Source: an optimization exercise on an open RTL-to-GDS flow (aim: small area, a short achievable clock period and few clock cycles per item). Production flows keep margins and buffers that such runs may drop.
RTL that was checked went through simulation tests only; none was proved equivalent to the original.

==> inputs of job 331 <==
// load_average_core_count_governor_top
module load_average_core_count_governor_top #(
    parameter int HISTORY_DEPTH = lacg_pkg::DEF_HISTORY_DEPTH,
    parameter int NUM_CORES     = lacg_pkg::DEF_NUM_CORES
) (
    input  logic        clk,
    input  logic        rst_n,
    input  logic        evt_valid,
    output logic        evt_ready,
    input  logic [1:0]  evt_func,
    input  logic [9:0]  evt_run_count,
    input  logic [3:0]  evt_cores_online,
    input  logic        evt_offline_pending,
    input  logic        evt_screen_suspended,
    output logic        res_valid,
    input  logic        res_ready,
    output logic [2:0]  res_action,
    output logic        res_cancel_offline,
    output logic        res_start_unpause_timer,
    output logic [22:0] res_next_delay,
    output logic [16:0] res_average_load,
    output logic        res_paused_now,
    output logic        res_boost_now,
    input  logic        cfg_valid,
    output logic        cfg_ready,
    input  logic [2:0]  cfg_index,
    input  logic [15:0] cfg_data
);
export LEC_CHECK = 0
export CAP_MARGIN = 20
export CORE_MARGIN = 2
export CORE_UTILIZATION = 40
export CTS_CLUSTER_DIAMETER = 100
export CTS_CLUSTER_SIZE = 20
export SETUP_SLACK_MARGIN = 3.4
export SLEW_MARGIN = 20
export TNS_END_PERCENT = 5
create_clock -name core_clock -period 6.5 [get_ports {clk}]
run.sh (not shown) runs the stock make flow with config.mk's settings and CLKGATE_MAP_FILE= SYNTH_SCRIPT=/design/flow/synth_recipe.tcl, a recipe that flattens the netlist after the stock synthesis.
==> inputs of job 436, as changes to job 331 <==
--- a/flow/design.v
+++ b/flow/design.v
@@ -66,51 +66,44 @@
         logic       samp;    
         logic       bst;     
         logic       unp;     
         logic [9:0] run;
         logic [3:0] c;       
         logic       pend;
     } ev_t;
-    ev_t  ev_in;
-    ev_t  k_q, e_q;
-    logic vk_q, ve_q, vp_q, vq_q, vr_q;
-    logic rdy_q;
+    ev_t  e_q;
+    logic ve_q, vp_q, vr_q;
+    logic vq_q;
     logic adv, acc;
-    assign ev_in.samp = (evt_func == 2'd0) && en_r;
-    assign ev_in.bst  = (evt_func == 2'd1) && en_r && !evt_screen_suspended;
-    assign ev_in.unp  = (evt_func == 2'd2);
-    assign ev_in.run  = evt_run_count;
-    assign ev_in.c    = (evt_cores_online == 4'd0) ? 4'd1 : evt_cores_online;
-    assign ev_in.pend = evt_offline_pending;
     assign adv       = !vr_q || res_ready;
-    assign acc       = evt_valid && rdy_q;
-    assign evt_ready = rdy_q;
+    assign acc       = evt_valid && adv;
+    assign evt_ready = adv;
     assign res_valid = vr_q;
     always_ff @(posedge clk or negedge rst_n) begin
         if (!rst_n) begin
-            vk_q  <= 1'b0;
-            ve_q  <= 1'b0;
-            vp_q  <= 1'b0;
-            vq_q  <= 1'b0;
-            vr_q  <= 1'b0;
-            rdy_q <= 1'b1;
-        end else begin
-            vk_q  <= !adv && (vk_q || acc);
-            rdy_q <= adv || !(vk_q || acc);
-            if (adv) begin
-                ve_q <= vk_q || acc;
-                vp_q <= ve_q;
-                vq_q <= vp_q;
-                vr_q <= vq_q;
-            end
+            ve_q <= 1'b0;
+            vp_q <= 1'b0;
+            vq_q <= 1'b0;
+            vr_q <= 1'b0;
+        end else if (adv) begin
+            ve_q <= evt_valid;
+            vp_q <= ve_q;
+            vq_q <= vp_q;
+            vr_q <= vq_q;
         end
     end
     always_ff @(posedge clk) begin
-        if (!adv && acc) k_q <= ev_in;
-        if (adv) e_q <= vk_q ? k_q : ev_in;
+        if (adv) begin
+            e_q.samp <= (evt_func == 2'd0) && en_r;
+            e_q.bst  <= (evt_func == 2'd1) && en_r && !evt_screen_suspended;
+            e_q.unp  <= (evt_func == 2'd2);
+            e_q.run  <= evt_run_count;
+            e_q.c    <= (evt_cores_online == 4'd0) ? 4'd1 : evt_cores_online;
+            e_q.pend <= evt_offline_pending;
+        end
     end
     logic [9:0]  ring [8];
     logic [2:0]  cnt_q;
     logic        full_q;
     logic [12:0] sum_q;
     logic [9:0]  old;
     logic        upd;
@@ -134,36 +127,30 @@
     end
     always_ff @(posedge clk) begin
         if (upd) begin
             ring[0] <= e_q.run;
             for (int i = 1; i < 8; i++) ring[i] <= ring[i-1];
         end
     end
-    function automatic logic [23:0] bmul(input logic [19:0] a, input logic [3:0] b);
-        logic        neg0, one0, two0, neg1, one1, two1;
-        logic [23:0] m0, m1, b0, b1, b2, s1, c1;
-        neg0 = b[1];
-        one0 = b[0];
-        two0 = b[1] && !b[0];
-        neg1 = b[3];
-        one1 = b[2] ^ b[1];
-        two1 = (b[3] && !b[2] && !b[1]) || (!b[3] && b[2] && b[1]);
-        m0   = two0 ? {3'd0, a, 1'b0} : one0 ? {4'd0, a} : 24'd0;
-        m1   = two1 ? {3'd0, a, 1'b0} : one1 ? {4'd0, a} : 24'd0;
-        b0   = neg0 ? ~m0 : m0;
-        b1   = {(neg1 ? ~m1[21:0] : m1[21:0]), 1'b0, neg0};
-        b2   = {(b[3] ? a : 20'd0), 1'b0, neg1, 2'd0};
-        s1   = b0 ^ b1 ^ b2;
-        c1   = {((b0 & b1) | (b0 & b2) | (b1 & b2)), 1'b0};
-        bmul = s1 + c1;
+    function automatic logic [23:0] mul4(input logic [19:0] a, input logic [3:0] b);
+        logic [23:0] r0, r1, r2, r3, s1, c1, s2, c2;
+        r0 = b[0] ? {4'd0, a}       : 24'd0;
+        r1 = b[1] ? {3'd0, a, 1'd0} : 24'd0;
+        r2 = b[2] ? {2'd0, a, 2'd0} : 24'd0;
+        r3 = b[3] ? {1'd0, a, 3'd0} : 24'd0;
+        s1 = r0 ^ r1 ^ r2;
+        c1 = ((r0 & r1) | (r0 & r2) | (r1 & r2)) << 1;
+        s2 = s1 ^ c1 ^ r3;
+        c2 = ((s1 & c1) | (s1 & r3) | (c1 & r3)) << 1;
+        mul4 = s2 + c2;
     endfunction
     logic [23:0] lc_full, y_full;
     logic [3:0]  sel;
-    assign lc_full = bmul({10'd0, lower_r}, e_q.c);
-    assign y_full  = bmul({4'd0, ivl_r}, e_q.c);
+    assign lc_full = mul4({10'd0, lower_r}, e_q.c);
+    assign y_full  = mul4({4'd0, ivl_r}, e_q.c);
     assign sel     = (scale_r == 4'd0) ? e_q.c : scale_r;
     typedef struct packed {
         logic        samp;
         logic        bst;
         logic        unp;
         logic        pend;
         logic        hgc;    
@@ -227,51 +214,45 @@
     assign m1   = p_q.two1 ? {3'd0, p_q.y, 1'b0} : p_q.one1 ? {4'd0, p_q.y} : 24'd0;
     assign b0   = p_q.neg0 ? ~m0 : m0;
     assign b1   = {(p_q.neg1 ? ~m1[21:0] : m1[21:0]), 1'b0, p_q.neg0};
     assign b2   = {(p_q.d2 ? p_q.y : 20'd0), 1'b0, p_q.neg1, 2'd0};
     logic [23:0] bs, bc;
     assign bs   = b0 ^ b1 ^ b2;
     assign bc   = {((b0 & b1) | (b0 & b2) | (b1 & b2)), 1'b0};
-    logic [12:0] plo;
-    assign plo  = {1'b0, bs[11:0]} + {1'b0, bc[11:0]};
+    assign prod = bs + bc;
     typedef struct packed {
         logic        samp;
         logic        bst;
         logic        unp;
         logic        pend;
         logic        hgc;
         logic        c1;
         logic        all;    
         logic        one;    
         logic        low;    
         logic [16:0] avg;
-        logic [12:0] plo;    
-        logic [11:0] phs;    
-        logic [11:0] phc;
+        logic [23:0] prod;
     } q_t;
     q_t   q_q;
     always_ff @(posedge clk) begin
         if (adv) begin
             q_q.samp <= p_q.samp;
             q_q.bst  <= p_q.bst;
             q_q.unp  <= p_q.unp;
             q_q.pend <= p_q.pend;
             q_q.hgc  <= p_q.hgc;
             q_q.c1   <= p_q.c1;
             q_q.all  <= a_all && p_q.hgc;
             q_q.one  <= c_raise && p_q.hgc;
             q_q.low  <= c_lower && p_q.logc;
             q_q.avg  <= avg;
-            q_q.plo  <= plo;
-            q_q.phs  <= bs[23:12];
-            q_q.phc  <= bc[23:12];
+            q_q.prod <= prod;
         end
     end
-    assign prod = {q_q.phs + q_q.phc + {11'd0, q_q.plo[12]}, q_q.plo[11:0]};
-    assign dsat = prod[23] ? 23'h7FFFFF : prod[22:0];
+    assign dsat = q_q.prod[23] ? 23'h7FFFFF : q_q.prod[22:0];
     logic        paused_q, boost_q;
     logic        paused_n, boost_n;
     logic [2:0]  act_n;
     logic        can_n, tmr_n, d_ivl, d_sat;
     always_comb begin
         paused_n = paused_q;
         boost_n  = boost_q;
--- a/flow/config.mk
+++ b/flow/config.mk
@@ -6,10 +6,11 @@
 export NUM_CORES = 4
 export LEC_CHECK = 0
 export CAP_MARGIN = 20
 export CORE_MARGIN = 2
 export CORE_UTILIZATION = 40
 export CTS_CLUSTER_DIAMETER = 100
 export CTS_CLUSTER_SIZE = 20
+export GPL_TIMING_DRIVEN = 1
 export SETUP_SLACK_MARGIN = 3.4
 export SLEW_MARGIN = 20
 export TNS_END_PERCENT = 5
==> flow_summary_export.csv <==
group,metric,value,unit
status,status,"complete, no violations",
timing,fin_ws,2650,ps
worst_setup_path,critical_path.top_delay_family,"compound AO/OA/AOI/OAI gates",
cells_and_area,seq_cells,346,
worst_setup_path,cp_data_arrival_time,4150,ps
grt,busiest_layer,"met1",
route,route.met3.wl,2.59,mm
clock_tree,clock_sinks,346,
cells_and_area,inv_count,148,
route,wl_met2,21.2,mm
grt,grtUsageMet2,26.7,%
worst_hold_path,whs_endpoint,"ring[3][4]",
synthesis,synth_edf_count,273,
The numbers above come from job 331.

==> flow_summary_export.csv <==
group,metric,value,unit
status,status,"complete, no violations",
cells_and_area,inv_count,190,
place,place_area,21200,sq um
grt,busiest_layer,"met2",
worst_setup_path,critical_path.top_delay_family,"adder cells",
clock_tree,clock_sinks,313,
cells_and_area,seq_cells,313,
route,wl_met2,19.3,mm
timing,fin_ws,2940,ps
route,route.met3.wl,1.80,mm
synthesis,synth_edf_count,242,
worst_setup_path,cp_data_arrival_time,3840,ps
worst_hold_path,whs_endpoint,"ring[5][1]",
The numbers above come from job 436.

Testbench counts of job 436, summed over its fixed seeds: cycles 12,192, events 12,000.
For job 331, only the layout was checked, not whether the RTL still works.

==> inputs of run Z <==
load_average_core_count_governor_top, a different RTL version from the one above (not shown whole).
clock: 6.5 ns
lec_check: 0
cap_margin: 20
core_margin: 2
core_utilization: 40
cts_cluster_diameter: 100
cts_cluster_size: 20
setup_slack_margin: 3.4
slew_margin: 20
tns_end_percent: 5
==> inputs of run H, as changes to run Z <==
--- a/flow/design.v
+++ b/flow/design.v
@@ -141,22 +141,12 @@
         c1 = ((r0 & r1) | (r0 & r2) | (r1 & r2)) << 1;
         s2 = s1 ^ c1 ^ r3;
         c2 = ((s1 & c1) | (s1 & r3) | (c1 & r3)) << 1;
         mul4 = s2 + c2;
     endfunction
-    logic [11:0] raise3;
-    logic [11:0] r3_n;
     logic [23:0] lc_full, y_full;
     logic [3:0]  sel;
-    assign raise3  = {2'd0, raise_r} + {1'b0, raise_r, 1'b0};
-    always_comb begin
-        case (e_q.c[1:0])
-            2'd1:    r3_n = {2'd0, raise_r};
-            2'd2:    r3_n = {1'b0, raise_r, 1'b0};
-            default: r3_n = raise3;
-        endcase
-    end
     assign lc_full = mul4({10'd0, lower_r}, e_q.c);
     assign y_full  = mul4({4'd0, ivl_r}, e_q.c);
     assign sel     = (scale_r == 4'd0) ? e_q.c : scale_r;
     typedef struct packed {
         logic        samp;
@@ -164,11 +154,11 @@
         logic        unp;
         logic        pend;
         logic        hgc;    
         logic        c1;     
         logic        logc;   
-        logic [11:0] r3;     
+        logic [1:0]  cl;     
         logic [13:0] lc;     
         logic [19:0] y;      
         logic        neg0, one0, two0;
         logic        neg1, one1, two1;
         logic        d2;
@@ -181,11 +171,11 @@
             p_q.unp  <= e_q.unp;
             p_q.pend <= e_q.pend;
             p_q.hgc  <= {1'b0, hi_r} > e_q.c;
             p_q.c1   <= e_q.c == 4'd1;
             p_q.logc <= lo_r < e_q.c;
-            p_q.r3   <= r3_n;
+            p_q.cl   <= e_q.c[1:0];
             p_q.lc   <= lc_full[13:0];
             p_q.y    <= y_full[19:0];
             p_q.neg0 <= sel[1];
             p_q.one0 <= sel[0];
             p_q.two0 <= sel[1] && !sel[0];
@@ -199,20 +189,23 @@
     logic [17:0] t25;
     logic [19:0] x_raise, x_lower;
     logic        a_all, c_raise, c_lower;
     logic [23:0] m0, m1, b0, b1, b2, prod;
     logic [22:0] dsat;
-    logic [19:0] ta, tb, r1, xs1, xc1, ys, yc;
+    logic [19:0] ta, tb, r1, r2, xs1, xc1, xs2, xc2, ys, yc;
     assign ta      = {2'd0, {1'b0, sum_q, 4'd0} ^ {2'd0, sum_q, 3'd0} ^ {5'd0, sum_q}};
     assign tb      = {2'd0, (({1'b0, sum_q, 4'd0} & {2'd0, sum_q, 3'd0}) | ({1'b0, sum_q, 4'd0} & {5'd0, sum_q}) |
                              ({2'd0, sum_q, 3'd0} & {5'd0, sum_q})) << 1};
     assign t25     = ta[17:0] + tb[17:0];
     assign avg     = t25[17:1];
-    assign r1      = ~{7'd0, p_q.r3, 1'b0};
+    assign r1      = p_q.cl[0] ? ~{9'd0, raise_r, 1'b0} : 20'hFFFFF;
+    assign r2      = p_q.cl[1] ? ~{8'd0, raise_r, 2'd0} : 20'hFFFFF;
     assign xs1     = ta ^ tb ^ r1;
     assign xc1     = {((ta & tb) | (ta & r1) | (tb & r1)), 1'b1};
-    assign x_raise = xs1 + xc1;
+    assign xs2     = xs1 ^ xc1 ^ r2;
+    assign xc2     = {((xs1 & xc1) | (xs1 & r2) | (xc1 & r2)), 1'b1};
+    assign x_raise = xs2 + xc2;
     assign ys      = ta ^ tb ^ ~{5'd0, p_q.lc, 1'b1};
     assign yc      = {((ta & tb) | (ta & ~{5'd0, p_q.lc, 1'b1}) | (tb & ~{5'd0, p_q.lc, 1'b1})), 1'b0};
     assign x_lower = ys + yc;
     assign a_all   = sum_q >= 13'd39;
     assign c_raise = !x_raise[19];
==> flow/flow/run.sh (new file) <==
#!/bin/bash
# Standard layout, but the port buffers are plain buf_2 cells instead of the
# flow's default choice. Each tool's output goes to a log file here.
set -e
cp standard.sh standard_copy.txt
cp config.mk config_orig.txt
echo 'export BUFFER_PORTS_ARGS = -buffer_cell sky130_fd_sc_hd__buf_2' >> config.mk
bash standard.sh > standard.log 2>&1
==> flow/standard.sh (new file) <==
#!/bin/bash
# synth_recipe.tcl (not shown) runs the flow's synth.tcl, then flattens the netlist and writes it again
# the make line also repeats each setting of config.mk as NAME=value (left out here)
make -C /OpenROAD-flow-scripts/flow DESIGN_CONFIG=/design/flow/config.mk WORK_HOME=/design/flow/orfs CLKGATE_MAP_FILE= SYNTH_SCRIPT=/design/flow/synth_recipe.tcl "${@:-finish}"
Settings changed: BUFFER_PORTS_ARGS set to -buffer_cell sky130_fd_sc_hd__buf_2.
removed: flow/run.sh
==> notes <==
Between run Z and run H, the lower hold slack is in run H (gap 0.015 ns).
Synthesized area: run H is lower than run Z (2.7%).
In run Z the non-clock buffer count is lower than in run H, by 22.
Of run H and run Z, run H has the higher critical path depth (gap 12).
Design area: run H is lower than run Z (about 2.6%).
Worst setup slack: run Z is worse than run H (0.13 ns).
Of run H and run Z, run Z has the higher synthesized cell count (gap about 3%, measured against run Z).
Of run Z and run H, run H has the higher global-route usage (gap 0.26 points).
Fmax: run Z is lower than run H (3.6%).
Testbench counts of run H, summed over its fixed seeds: cycles 12,192, events 12,000.
For run Z, only the layout was checked, not whether the RTL still works.

## separate check: timing with driven ports
How much do the figures lean on ideal ports? The routed layouts below were timed once more, with nothing changed but the port constraints. Step 1, drivers: a clkbuf_16 drives clk and a buf_2 each remaining input, both assumed. Step 2 adds t to the input delays and takes it off the output delays; t is the mean of the earliest and latest rising clock arrival at the registers after step 1. Input paths then give back, and output paths get back, about the clock's delay inside the block. Slacks: no drivers / after step 1 / after step 2; pairs: no drivers / after step 1.
run	t (ns)	setup WS [ns]	hold slack, ns	worst setup path after step 2	worst slew at a driven data input, ns
job 331	0.596	2.648 / 2.648 / 2.501	0.414 / 0.414 / 0.414	input to register	0.05
job 436	0.591	2.938 / 2.938 / 2.884	0.415 / 0.415 / 0.415	input to register	0.04
run Z	0.587	2.847 / 2.827 / 2.688	0.421 / 0.421 / 0.421	input to register	0.05
run H	0.598	2.978 / 2.978 / 2.791	0.406 / 0.406 / 0.406	input to register	0.04
After both steps every run listed still meets setup and hold. For run H, which loses most, drivers alone change the setup slack by 0.000 ns; drivers and shift together by -0.187 ns.
